This design comes from an exercise in tuning for small area and a short achievable clock period on the open sky130 flow, not from production work.
Where RTL was checked, it was by simulation tests only, not by an equivalence proof against the original.
Power is estimated from default activity; no workload was simulated.

P:
Design tdc_click_top, start of the top module:
module tdc_click_top #(
	parameter int WINDOW_CYCLES = 1000
) (
	input  logic        clk200_i,
	input  logic        gc_rst,
	input  logic        apb_psel_i,
	input  logic        apb_penable_i,
	input  logic        apb_pwrite_i,
	input  logic [7:0]  apb_paddr_i,
	input  logic [31:0] apb_pwdata_i,
	output logic [31:0] apb_prdata_o,
	output logic        apb_pready_o,
	output logic        apb_pslverr_o,
	input  logic        frame_i,
	input  logic        sdi_i,
	input  logic        pps_i,
	output logic        rec_valid_o,
	output logic [1:0]  rec_click_o,
	output logic [47:0] rec_gc_o,
	output logic [31:0] rec_tdc_o,
	output logic        count_valid_o
);
Size in the first run: about 260 flip-flops, ~170 I/O pins, about 16000 sq um of cells after synthesis.
==> module stop_frame_rx, before the edit <==
module stop_frame_rx (
	input  logic        clk200_i,
	input  logic        gc_rst,
	input  logic        frame_i,
	input  logic        sdi_i,
	input  logic        cfg_enable,
	input  logic [5:0]  cfg_index_bits,
	input  logic [5:0]  cfg_stop_bits,
	input  logic [13:0] shift_i,
	input  logic [13:0] shift_wdata_i,
	input  logic        shift_wr_i,
	output logic        stop_valid_o,
	output logic [31:0] word_o
);
	localparam int TDC_W = 32;
	localparam int STRETCH_CYCLES = 4;
	localparam logic [2:0] IDLE       = 3'd0;
	localparam logic [2:0] WAIT_FRAME = 3'd1;
	localparam logic [2:0] SKIP_INDEX = 3'd2;
	localparam logic [2:0] SHIFT_STOP = 3'd3;
	localparam logic [2:0] HOLD       = 3'd4;
	logic [2:0]       state;
	logic [6:0]       bit_cnt;
	logic             sdi_r;
	logic             sdi_2r;
	logic [TDC_W-1:0] shreg;
	logic [TDC_W-1:0] shreg_next;
	logic             last_bit;
	logic [TDC_W-1:0] sum_reg;
	logic [TDC_W-1:0] sum_wr;
	assign shreg_next = {shreg[TDC_W-2:0], sdi_2r};
	assign last_bit   = (state == SHIFT_STOP) && (bit_cnt == '0);
	assign sum_reg    = shreg_next + {18'd0, shift_i};
	assign sum_wr     = shreg_next + {18'd0, shift_wdata_i};
	always_ff @(posedge clk200_i or posedge gc_rst) begin
		if (gc_rst) begin
			state        <= IDLE;
			stop_valid_o <= 1'b0;
		end else begin
			stop_valid_o <= 1'b0;
			case (state)
				IDLE: begin
					if (cfg_enable)
						state <= WAIT_FRAME;
				end
				WAIT_FRAME: begin
					if (!cfg_enable)
						state <= IDLE;
					else if (frame_i)
						state <= SKIP_INDEX;
				end
				SKIP_INDEX: begin
					if (bit_cnt == '0)
						state <= SHIFT_STOP;
				end
				SHIFT_STOP: begin
					if (bit_cnt == '0) begin
						state        <= HOLD;
						stop_valid_o <= 1'b1;
					end
				end
				HOLD: begin
					if (bit_cnt == '0)
						state <= WAIT_FRAME;
				end
				default: state <= IDLE;
			endcase
		end
	end
	always_ff @(posedge clk200_i) begin
		if (state == WAIT_FRAME)
			bit_cnt <= {1'b0, cfg_index_bits} + 7'd1;
		else if (state == SKIP_INDEX && bit_cnt == '0)
			bit_cnt <= {1'b0, cfg_stop_bits} - 7'd1;
		else if (state == SHIFT_STOP && bit_cnt == '0)
			bit_cnt <= 7'(STRETCH_CYCLES - 1);
		else
			bit_cnt <= bit_cnt - 7'd1;
	end
	always_ff @(posedge clk200_i) begin
		sdi_r  <= sdi_i;
		sdi_2r <= sdi_r;
		if (state == WAIT_FRAME)
			shreg <= '0;
		else if (last_bit)
			shreg <= shift_wr_i ? sum_wr : sum_reg;
		else if (state == SHIFT_STOP)
			shreg <= shreg_next;
	end
	assign word_o = shreg;
endmodule
clock: 10.0 ns
lec_check: 0
cap_margin: 20
core_margin: 2
core_utilization: 40
setup_slack_margin: 4.5
slew_margin: 20
standard.sh (not shown) runs the stock make flow with config.mk's settings and CLKGATE_MAP_FILE= SYNTH_SCRIPT=/design/flow/synth_recipe.tcl, a recipe that flattens the netlist after the stock synthesis.
==> flow/flow/run.sh <==
#!/bin/bash
# layout flow: the standard flow with the smallest buffer on the ports
export BUFFER_PORTS_ARGS="-buffer_cell sky130_fd_sc_hd__buf_1"
bash standard.sh > standard.log 2>&1
--- input diff P..Q ---
--- a/flow/design.v
+++ b/flow/design.v
@@ -111,18 +111,24 @@
 	logic [6:0]       bit_cnt;
 	logic             sdi_r;
 	logic             sdi_2r;
 	logic [TDC_W-1:0] shreg;
 	logic [TDC_W-1:0] shreg_next;
 	logic             last_bit;
-	logic [TDC_W-1:0] sum_reg;
-	logic [TDC_W-1:0] sum_wr;
+	logic [14:0]      sum_reg;
+	logic [14:0]      sum_wr;
+	logic [14:0]      sum_lo;
+	logic [TDC_W-1:14] up;
+	logic [TDC_W-1:14] up_inc;
 	assign shreg_next = {shreg[TDC_W-2:0], sdi_2r};
 	assign last_bit   = (state == SHIFT_STOP) && (bit_cnt == '0);
-	assign sum_reg    = shreg_next + {18'd0, shift_i};
-	assign sum_wr     = shreg_next + {18'd0, shift_wdata_i};
+	assign sum_reg    = {1'b0, shreg_next[13:0]} + {1'b0, shift_i};
+	assign sum_wr     = {1'b0, shreg_next[13:0]} + {1'b0, shift_wdata_i};
+	assign sum_lo     = shift_wr_i ? sum_wr : sum_reg;
+	assign up         = shreg_next[TDC_W-1:14];
+	assign up_inc     = up + 1'b1;
 	always_ff @(posedge clk200_i or posedge gc_rst) begin
 		if (gc_rst) begin
 			state        <= IDLE;
 			stop_valid_o <= 1'b0;
 		end else begin
 			stop_valid_o <= 1'b0;
@@ -168,13 +174,13 @@
 	always_ff @(posedge clk200_i) begin
 		sdi_r  <= sdi_i;
 		sdi_2r <= sdi_r;
 		if (state == WAIT_FRAME)
 			shreg <= '0;
 		else if (last_bit)
-			shreg <= shift_wr_i ? sum_wr : sum_reg;
+			shreg <= {sum_lo[14] ? up_inc : up, sum_lo[13:0]};
 		else if (state == SHIFT_STOP)
 			shreg <= shreg_next;
 	end
 	assign word_o = shreg;
 endmodule
 `timescale 1ns/1ps
Results
Q vs P, number of distinct standard cells referenced by the synthesized netlist went up by 10%.
Max number of clock buffer instances in the layout across Q and P: P
Run comparison: Q capture point of the worst path apb_prdata_o[10]; P capture point of the worst path apb_prdata_o[5]
Total power of the final layout (Q / P): 0.865
Against P as the reference, Q delivers a higher number of post-CTS setup repair buffers.
The die outline area on P is in line with that on Q.
Number of instances in the synthesized netlist in Q vs P: down 43
In Q relative to P, global-route wire length before repair had gone down by a few percent.
The simple-gate share of the synthesized area of Q is lower than that of P.
Measured against Q, the cell-internal power of P comes out at 1.12 times the reference value.
Going from P to Q, detailed route wirelength on metal2 shrank slightly.
Comparing Q and P, the lower global-route usage was measured on Q.
Sort Q and P by worst hold-check slack asc -> top: Q
No functional check of the RTL was part of Q.

## separate check: timing with driven ports
In the flow no input, the clock included, has a driving cell. The finished layouts below were timed again as built, in two steps.
Step 1, drivers: a clkbuf_16 drives clk200_i and a buf_2 each remaining input, both assumed.
Step 2 moves the port delays by t, midway between the first and last clock arrival at a register: inputs arrive t later, outputs are due t later. That takes back most of the time a late clock gives input paths.
Three values: ideal ports, drivers, drivers and shift; two values: the first two.
run	shift t [ns]	setup WS [ns]	worst setup path at the end	worst data-port slew with drivers (ns)
P	0.585	4.510 / 4.471 / 4.091	input to register	0.06
Q	0.635	4.222 / 4.196 / 3.743	input to register	0.07
After both steps setup and hold are still met in every run listed. The setup slack of Q, which loses most, moves by -0.026 ns with the drivers and by -0.479 ns with both steps.
